What follows belongs to an exercise in optimizing a design on an open flow for a short achievable clock period and few clock cycles; a production flow would make more cautious choices. The RTL was checked by simulation tests, not by an equivalence proof against the original design. Power figures rest on the tool's default switching activity, not on a simulated workload.

==> inputs of run a <==
==> flow/design.v (excerpt) <==
module fetch_unit #(
  parameter int ADDR_W = fetch_pkg::ADDR_W_DEF,
  parameter int QDEPTH = 2
) (
  input  logic              clk,
  input  logic              rst,
  input  logic              load_en,
  input  logic              load_we,
  input  logic [15:0]       load_data,
  input  logic              run,
  input  logic              redirect_en,
  input  logic [ADDR_W-1:0] redirect_addr,
  input  logic              issue_ready,
  output logic              issue_valid,
  output logic [3:0]        opcode,
  output logic [1:0]        rd,
  output logic [1:0]        rs,
  output logic [1:0]        imm2,
  output logic [3:0]        imm4,
  output logic [ADDR_W-1:0] pc_out,
  output logic              halted,
  output logic              busy
);
  localparam int DEPTH = 2 ** ADDR_W;
  localparam int SG    = DEPTH / 16;          
  localparam int RG    = DEPTH / 16;          
  logic              st_load_reg, st_run_reg, st_halt_reg;
  logic              halted_next, busy_next;
  ...
clock: 4.0 ns
lec_check: 0
cap_margin: 20
core_margin: 2
core_utilization: 60
cts_cluster_diameter: 60
cts_cluster_size: 24
setup_slack_margin: 2.2
slew_margin: 20
synth_hierarchical: 1
standard.sh (not shown) runs the stock make flow with config.mk's settings and CLKGATE_MAP_FILE= SYNTH_SCRIPT=/design/flow/synth_recipe.tcl, a recipe that flattens the netlist after the stock synthesis.
==> flow/flow/run.sh <==
#!/bin/bash
# Layout flow: the standard flow (standard.sh, all steps), except that
#  - the port buffers are inserted as buf_4 cells rather than the
#    buffer_ports default;
#  - the ports are placed by flow/io_pins.tcl (bottom edge, around the
#    middle) before ORFS's place_pins.
# make's full output goes to standard_flow.log here; each ORFS step keeps its
# own log under orfs/logs.
set -euo pipefail
here=$(pwd)
export BUFFER_PORTS_ARGS="-buffer_cell sky130_fd_sc_hd__buf_4"
export PRE_IO_PLACEMENT_TCL="$here/flow/io_pins.tcl"
bash standard.sh finish > standard_flow.log 2>&1
==> flow/flow/io_pins.tcl <==
# Pin placement for the layout (sourced by ORFS before place_pins): all ports
# on the bottom edge, packed around its middle, with the clock in the middle.
# This keeps the issue-port registers and the input logic close to their
# pins and the clock root close to the centre of the core.
set block [ord::get_db_block]
set die   [$block getDieArea]
set mid   [expr {([$die xMin] + [$die xMax]) / 2000.0}]
set others {}
foreach bt [$block getBTerms] {
  set name [$bt getName]
  if {$name ne "clk"} { lappend others $name }
}
set_io_pin_constraint -pin_names {clk} -region bottom:[expr {$mid - 2}]-[expr {$mid + 2}]
set_io_pin_constraint -pin_names $others -region bottom:[expr {$mid - 50}]-[expr {$mid + 50}]
==> run b (differences from run a) <==
==> flow/flow/run.sh (replaced) <==
#!/bin/bash
# Layout flow: the standard flow (standard.sh, all steps), except that the
# port buffers are inserted as buf_4 cells rather than the buffer_ports
# default. make's full output goes to standard_flow.log here; each ORFS step
# keeps its own log under orfs/logs.
set -euo pipefail
export BUFFER_PORTS_ARGS="-buffer_cell sky130_fd_sc_hd__buf_4"
bash standard.sh finish > standard_flow.log 2>&1
- CORE_UTILIZATION: 60 -> 40
- CTS_CLUSTER_DIAMETER: 60 -> not set
- CTS_CLUSTER_SIZE: 24 -> not set
removed: flow/flow/io_pins.tcl
==> summary.txt <==
H-tree Lvls: run b 5; run a 4
Share of total power in sequential cells: run b 47.1%; run a 54.0%
Highest clock rate: run b 419 MHz; run a 447 MHz
Area of the multi-input gates: run b 40400 um2; run a 40500 um2
Power Density: run b 473 nW/um2; run a 427 nW/um2
Termination of the worst setup path: run b busy; run a opcode[1]
Total routed wire length on the met1 layer: run b 169000 um; run a 154000 um
Global routing met3 resource utilization: run b 4.72%; run a 7.97%
Vias in the first global route: run b 73900; run a 72600
Nets: run b 7920; run a 7792
Post-CTS Setup Repair Bufs: run b 156; run a 166
Clk buf depth: run b 4; run a 3
Grt met1 use: run b 37.9%; run a 55.4%
Switching power share of the total: run b 24.2%; run a 25.5%
Worst Setup Slack, final: run b 1620 ps; run a 1760 ps
Ratio of cells with drive above 1 in the final layout: run b 29.0%; run a 28.2%
Critical path's slowest cell: run b dfrtp_2; run a dfrtp_1
Starting Density: run b 40.2%; run a 60.4%
Run status: run b timing/DRC/antenna clean; run a timing/DRC/antenna clean
Static leakage: run b 0.0457 uW; run a 0.0439 uW
Core area: run b 282000 um2; run a 188000 um2
Testbench counts of run a, summed over its fixed seeds: cycles 24,571.
Testbench counts of run b, summed over its fixed seeds: cycles 24,571.

==> job 4306 <==
==> flow/design.v <==
package fetch_pkg;
  typedef enum logic [1:0] {
    IDLE = 2'd0,
    LOAD = 2'd1,
    RUN  = 2'd2,
    HALT = 2'd3
  } state_t;
  localparam int ADDR_W_DEF = 8;
  localparam int OP_HI   = 7;
  localparam int OP_LO   = 4;
  localparam int RD_HI   = 3;
  localparam int RD_LO   = 2;
  localparam int RS_HI   = 1;
  localparam int RS_LO   = 0;
  localparam int IMM4_HI = 3;
  localparam int IMM2_HI = 1;
endpackage
module fetch_dec2 (
  input  logic [1:0] a,
  output logic [3:0] y
);
  always_comb begin
    for (int i = 0; i < 4; i++) y[i] = (a == 2'(i));
  end
endmodule
module fetch_dec4 (
  input  logic        en,
  input  logic [3:0]  a,
  output logic [15:0] y
);
  logic [3:0] lo, hi;
  fetch_dec2 u_lo (.a(a[1:0]), .y(lo));
  fetch_dec2 u_hi (.a(a[3:2]), .y(hi));
  always_comb begin
    for (int i = 0; i < 16; i++) y[i] = en && hi[i / 4] && lo[i % 4];
  end
endmodule
module fetch_dec8 (
  input  logic         en,
  input  logic [7:0]   a,
  output logic [255:0] y
);
  logic [15:0] lo, hi;
  fetch_dec4 u_lo (.en(en),   .a(a[3:0]), .y(lo));
  fetch_dec4 u_hi (.en(1'b1), .a(a[7:4]), .y(hi));
  always_comb begin
    for (int i = 0; i < 256; i++) y[i] = hi[i / 16] && lo[i % 16];
  end
endmodule
module fetch_nor2 (
  input  logic [7:0] a,
  input  logic [7:0] b,
  output logic [7:0] y
);
  assign y = ~(a | b);
endmodule
module fetch_nand2 (
  input  logic [7:0] a,
  input  logic [7:0] b,
  output logic [7:0] y
);
  assign y = ~(a & b);
endmodule
module fetch_or16 (
  input  logic [15:0][7:0] d,
  output logic [7:0]       y
);
  logic [7:0][7:0] l1;
  logic [3:0][7:0] l2;
  logic [1:0][7:0] l3;
  for (genvar i = 0; i < 8; i++) begin : g_l1
    fetch_nor2 u (.a(d[2*i]), .b(d[2*i+1]), .y(l1[i]));
  end
  for (genvar i = 0; i < 4; i++) begin : g_l2
    fetch_nand2 u (.a(l1[2*i]), .b(l1[2*i+1]), .y(l2[i]));
  end
  for (genvar i = 0; i < 2; i++) begin : g_l3
    fetch_nor2 u (.a(l2[2*i]), .b(l2[2*i+1]), .y(l3[i]));
  end
  fetch_nand2 u_l4 (.a(l3[0]), .b(l3[1]), .y(y));
endmodule
module fetch_sel #(
  parameter int N = 16
) (
  input  logic [N-1:0]      sel,
  input  logic [N-1:0][7:0] d,
  output logic [7:0]        y
);
  always_comb begin
    y = '0;
    for (int j = 0; j < N; j++) y |= d[j] & {8{sel[j]}};
  end
endmodule
module fetch_oreg #(
  parameter int W = 1
) (
  input  logic         clk,
  input  logic         rst,
  input  logic [W-1:0] d,
  output logic [W-1:0] q
);
  always_ff @(posedge clk or posedge rst) begin
    if (rst) q <= '0;
    else     q <= d;
  end
endmodule
module fetch_queue #(
  parameter int AW = 8,
  localparam int DEPTH = 2 ** AW
) (
  input  logic                 clk,
  input  logic                 we,
  input  logic [AW-1:0]        waddr,
  input  logic [7:0]           wdata,
  input  logic [DEPTH-1:0]     rsel,
  output logic [DEPTH/16-1:0][7:0] grp_data,
  input  logic [DEPTH-1:0]     roh,
  output logic [DEPTH/16-1:0][7:0] off_data,
  output logic [7:0]           rdata_0,
  output logic [7:0]           rdata_1
);
  logic [DEPTH-1:0][7:0] mem;
  logic [DEPTH-1:0]      wsel;
  fetch_dec8 u_wdec (.en(we), .a(waddr), .y(wsel));
  always_ff @(posedge clk) begin
    for (int i = 0; i < DEPTH; i++)
      if (wsel[i]) mem[i] <= wdata;
  end
  for (genvar g = 0; g < DEPTH / 16; g++) begin : g_seq
    fetch_sel #(.N(16)) u_sel (.sel(rsel[g*16 +: 16]), .d(mem[g*16 +: 16]), .y(grp_data[g]));
  end
  for (genvar g = 0; g < DEPTH / 16; g++) begin : g_red
    fetch_sel #(.N(16)) u_sel (.sel(roh[g*16 +: 16]), .d(mem[g*16 +: 16]), .y(off_data[g]));
  end
  assign rdata_0 = mem[0];
  assign rdata_1 = mem[1];
endmodule
module fetch_unit #(
  parameter int ADDR_W = fetch_pkg::ADDR_W_DEF,
  parameter int QDEPTH = 2
) (
  input  logic              clk,
  input  logic              rst,
  input  logic              load_en,
  input  logic              load_we,
  input  logic [15:0]       load_data,
  input  logic              run,
  input  logic              redirect_en,
  input  logic [ADDR_W-1:0] redirect_addr,
  input  logic              issue_ready,
  output logic              issue_valid,
  output logic [3:0]        opcode,
  output logic [1:0]        rd,
  output logic [1:0]        rs,
  output logic [1:0]        imm2,
  output logic [3:0]        imm4,
  output logic [ADDR_W-1:0] pc_out,
  output logic              halted,
  output logic              busy
);
  localparam int DEPTH = 2 ** ADDR_W;
  localparam int SG    = DEPTH / 16;          
  localparam int RG    = DEPTH / 16;          
  logic              st_load_reg, st_run_reg, st_halt_reg;
  logic              halted_next, busy_next;
  logic [ADDR_W-1:0] end_addr_reg;
  logic              prog_valid_reg;
  logic              first_wr_reg;
  logic              valid_next;
  logic [7:0]        instr_reg, instr_next;
  logic [ADDR_W-1:0] pc_reg, pc_next;
  logic              pend_reg;               
  logic [ADDR_W-1:0]  pcn_reg, pcn_next;     
  logic               last_reg, last_next;   
  logic [SG-1:0][7:0] grp_reg, grp_next;     
  logic [DEPTH-1:0]   oh_reg, oh_next;       
  logic [ADDR_W-1:0]  tgt_reg;               
  logic [RG-1:0][7:0] cand_reg;              
  logic               load_wr;
  logic [ADDR_W-1:0]  load_addr;
  logic [SG-1:0][7:0] grp_data;
  logic [RG-1:0][7:0] off_data;
  logic [7:0]         rdata_0, rdata_1, grp_or, cand_or;
  logic [DEPTH-1:0]   red_oh;
  logic               red_in_range;
  logic st_idle, enter_load, start, idle_to_halt, red, red_out, fin;
  logic s_start, s_pend, s_seq, s_hold, s_adv;
  assign load_addr    = load_data[8 +: ADDR_W];
  assign load_wr      = st_load_reg && load_we;
  assign red_in_range = (redirect_addr <= end_addr_reg);
  assign st_idle      = !st_load_reg && !st_run_reg && !st_halt_reg;
  assign enter_load   = load_en && (st_idle || st_halt_reg);
  assign start        = !load_en && run && (st_halt_reg || (st_idle && prog_valid_reg));
  assign idle_to_halt = st_idle && !load_en && run && !prog_valid_reg;
  assign red          = st_run_reg && redirect_en;
  assign red_out      = red && !red_in_range;
  assign fin          = st_run_reg && !redirect_en && !pend_reg && issue_ready && last_reg;
  assign s_start = start;
  assign s_pend  = st_run_reg && !redirect_en && pend_reg;
  assign s_adv   = st_run_reg && !redirect_en && !pend_reg && issue_ready;
  assign s_seq   = s_adv && !last_reg;
  assign s_hold  = st_run_reg && !redirect_en && !pend_reg && !issue_ready;
  fetch_dec8 u_rdec (.en(1'b1), .a(redirect_addr), .y(red_oh));
  fetch_queue #(.AW(ADDR_W)) u_mem (
    .clk      (clk),
    .we       (load_wr),
    .waddr    (load_addr),
    .wdata    (load_data[7:0]),
    .rsel     (oh_reg),
    .grp_data (grp_data),
    .roh      (red_oh),
    .off_data (off_data),
    .rdata_0  (rdata_0),
    .rdata_1  (rdata_1)
  );
  fetch_or16 u_grp_or  (.d(grp_reg),  .y(grp_or));
  fetch_or16 u_cand_or (.d(cand_reg), .y(cand_or));
  always_comb begin
    instr_next = '0;
    pc_next    = '0;
    if (s_start) begin
      instr_next = rdata_0;
      pc_next    = '0;
    end else if (s_pend) begin
      instr_next = cand_or;
      pc_next    = tgt_reg;
    end else if (s_seq) begin
      instr_next = grp_or;
      pc_next    = pcn_reg;
    end else if (s_hold) begin
      instr_next = instr_reg;
      pc_next    = pc_reg;
    end
  end
  always_comb begin
    pcn_next  = pcn_reg;
    last_next = last_reg;
    grp_next  = grp_reg;
    oh_next   = oh_reg;
    if (!st_run_reg) begin
      pcn_next    = ADDR_W'(1);
      last_next   = (end_addr_reg == '0);
      grp_next    = '0;
      grp_next[0] = rdata_1;
      oh_next     = DEPTH'(4);
    end else if (redirect_en) begin
      oh_next   = {red_oh[DEPTH-2:0], 1'b0};
    end else if (pend_reg) begin
      pcn_next  = tgt_reg + 1'b1;
      last_next = (tgt_reg == end_addr_reg);
      grp_next  = grp_data;
      oh_next   = {oh_reg[DEPTH-2:0], 1'b0};
    end else if (issue_ready) begin
      pcn_next  = pcn_reg + 1'b1;
      last_next = (pcn_reg == end_addr_reg);
      grp_next  = grp_data;
      oh_next   = {oh_reg[DEPTH-2:0], 1'b0};
    end
  end
  always_ff @(posedge clk or posedge rst) begin
    if (rst) begin
      st_load_reg    <= 1'b0;
      st_run_reg     <= 1'b0;
      st_halt_reg    <= 1'b0;
      end_addr_reg   <= '0;
      prog_valid_reg <= 1'b0;
      first_wr_reg   <= 1'b0;
      instr_reg      <= '0;
      pc_reg         <= '0;
      pend_reg       <= 1'b0;
    end else begin
      st_load_reg <= enter_load || (st_load_reg && load_en);
      st_run_reg  <= start || (st_run_reg && !red_out && !fin);
      st_halt_reg <= idle_to_halt || (st_halt_reg && !load_en && !run) || red_out || fin;
      instr_reg   <= instr_next;
      pc_reg      <= pc_next;
      pend_reg    <= red && red_in_range;
      if (enter_load) first_wr_reg <= 1'b1;
      if (load_wr) begin
        prog_valid_reg <= 1'b1;
        first_wr_reg   <= 1'b0;
        if (first_wr_reg || load_addr > end_addr_reg) end_addr_reg <= load_addr;
      end
    end
  end
  always_ff @(posedge clk) begin
    pcn_reg     <= pcn_next;
    last_reg    <= last_next;
    grp_reg     <= grp_next;
    oh_reg      <= oh_next;
    tgt_reg     <= redirect_addr;
    cand_reg    <= off_data;
  end
  assign halted_next = idle_to_halt || (st_halt_reg && !load_en && !run) || red_out || fin;
  assign busy_next   = enter_load || (st_load_reg && load_en) ||
                       start || (st_run_reg && !red_out && !fin);
  assign valid_next  = start || (st_run_reg && !redirect_en && (pend_reg || !issue_ready || !last_reg));
  fetch_oreg #(.W(1)) u_valid  (.clk(clk), .rst(rst), .d(valid_next),  .q(issue_valid));
  fetch_oreg #(.W(4)) u_opcode (.clk(clk), .rst(rst), .d(instr_next[fetch_pkg::OP_HI:fetch_pkg::OP_LO]), .q(opcode));
  fetch_oreg #(.W(2)) u_rd     (.clk(clk), .rst(rst), .d(instr_next[fetch_pkg::RD_HI:fetch_pkg::RD_LO]), .q(rd));
  fetch_oreg #(.W(2)) u_rs     (.clk(clk), .rst(rst), .d(instr_next[fetch_pkg::RS_HI:fetch_pkg::RS_LO]), .q(rs));
  fetch_oreg #(.W(2)) u_imm2   (.clk(clk), .rst(rst), .d(instr_next[fetch_pkg::IMM2_HI:0]), .q(imm2));
  fetch_oreg #(.W(4)) u_imm4   (.clk(clk), .rst(rst), .d(instr_next[fetch_pkg::IMM4_HI:0]), .q(imm4));
  fetch_oreg #(.W(ADDR_W)) u_pc (.clk(clk), .rst(rst), .d(pc_next), .q(pc_out));
  fetch_oreg #(.W(1)) u_halted (.clk(clk), .rst(rst), .d(halted_next), .q(halted));
  fetch_oreg #(.W(1)) u_busy   (.clk(clk), .rst(rst), .d(busy_next),   .q(busy));
endmodule
==> flow/flow/run.sh <==
#!/bin/bash
# Layout flow: the standard flow (standard.sh, all steps), except that the
# port buffers are inserted as buf_4 cells rather than the buffer_ports
# default. make's full output goes to standard_flow.log here; each ORFS step
# keeps its own log under orfs/logs.
set -euo pipefail
export BUFFER_PORTS_ARGS="-buffer_cell sky130_fd_sc_hd__buf_4"
bash standard.sh finish > standard_flow.log 2>&1
==> flow/standard.sh <==
#!/bin/bash
# synth_recipe.tcl (not shown) runs the flow's synth.tcl, then flattens the netlist and writes it again
# the make line also repeats each setting of config.mk as NAME=value (left out here)
make -C /OpenROAD-flow-scripts/flow DESIGN_CONFIG=/design/flow/config.mk WORK_HOME=/design/flow/orfs CLKGATE_MAP_FILE= SYNTH_SCRIPT=/design/flow/synth_recipe.tcl "${@:-finish}"
==> flow/config.mk <==
export PLATFORM = sky130hd
export DESIGN_NAME = fetch_unit
export DESIGN_NICKNAME = fetch_unit
export VERILOG_FILES = /design/flow/design.v
export SDC_FILE = /design/flow/constraint.sdc
export NUM_CORES = 4
export LEC_CHECK = 0
export CAP_MARGIN = 20
export CORE_MARGIN = 2
export CORE_UTILIZATION = 60
export SETUP_SLACK_MARGIN = 2.2
export SLEW_MARGIN = 20
export SYNTH_HIERARCHICAL = 1
==> flow/constraint.sdc <==
create_clock -name core_clock -period 4.0 [get_ports {clk}]
set_input_delay 0.8000 -clock core_clock [delete_from_list [all_inputs] [get_ports {clk}]]
set_output_delay 0.8000 -clock core_clock [all_outputs]
set_load 0.01 [all_outputs]
==> inputs of job 2296, as changes to job 4306 <==
CTS_CLUSTER_DIAMETER = 100   (was default)
CTS_CLUSTER_SIZE = 30   (was default)
==> results by group <==
Status
  • Status: timing/DRC/antenna clean

Layout
  • Multi-input combinational cell count: about 4500
  • Multi-input gate area: ~40000 um^2
  • Post-route cell area: around 130000 um^2
  • Number of diodes added for antenna fixing: 22

Power
  • Sequential Power Share: 0.602
  • Cell internal pwr: between 30 and 40 mW

CTS
  • Post_cts resized: 414
  • Hold Buf Count CTS: 1

Detailed routing
  • Via-to-Cell Ratio: roughly 7.6

Global routing
  • Wire length of the first global-routing pass: about 550000 um
  • Initial antenna violation count: 23

Critical path
  • Crit path capture: opcode[3]
(the above is from job 2296)
==> results by group <==
Status
  • Status: timing/DRC/antenna clean

Layout
  • Multi-input gate area: between 30000 and 40000 um^2
  • Number of diodes added for antenna fixing: 31

Global routing
  • Wire length of the first global-routing pass: between 500000 and 600000 um
  • Initial antenna violation count: 19

CTS
  • Hold Buf Count CTS: 4
  • Post_cts resized: 250

Detailed routing
  • Via-to-Cell Ratio: around 7.5
(the above is from job 4306)
Testbench counts of job 4306, summed over its fixed seeds: cycles 24,571.
Testbench counts of job 2296, summed over its fixed seeds: cycles 24,571.

==> port drivers added, routing unchanged <==
No port has a modelled driver above. Below, the same layouts with a new extraction and two added sets of constraints.
Step 1 assumes that a clkbuf_16 drives the clock port and a buf_2 every other input.
Step 2, shift: input delay + t, output delay - t, t = (earliest + latest rising clock arrival at the registers) / 2. This alone moves slack from input paths to output paths.
Three values: no drivers, after step 1, after step 2; two values: the first two.
run	shift t [ns]	slack for setup (ns)	hold slack, ns	latest minus earliest clock arrival (ns)	worst slew at a driven data input, ns
run a	0.936	1.761 / 1.689 / 1.236	0.075 / 0.046 / 0.490	0.044 / 0.043	0.06
run b	0.979	1.615 / 1.505 / 1.085	0.039 / 0.054 / 0.479	0.064 / 0.064	0.28
job 4306	1.027	1.673 / 1.576 / 1.093	0.053 / -0.015 / 0.480	0.035 / 0.035	0.30
job 2296	0.889	1.768 / 1.679 / 1.238	0.111 / 0.080 / 0.498	0.033 / 0.033	0.29
After both steps setup and hold are still met in every run listed. The setup slack of job 4306, which loses most, moves by -0.097 ns with the drivers and by -0.580 ns with both steps.
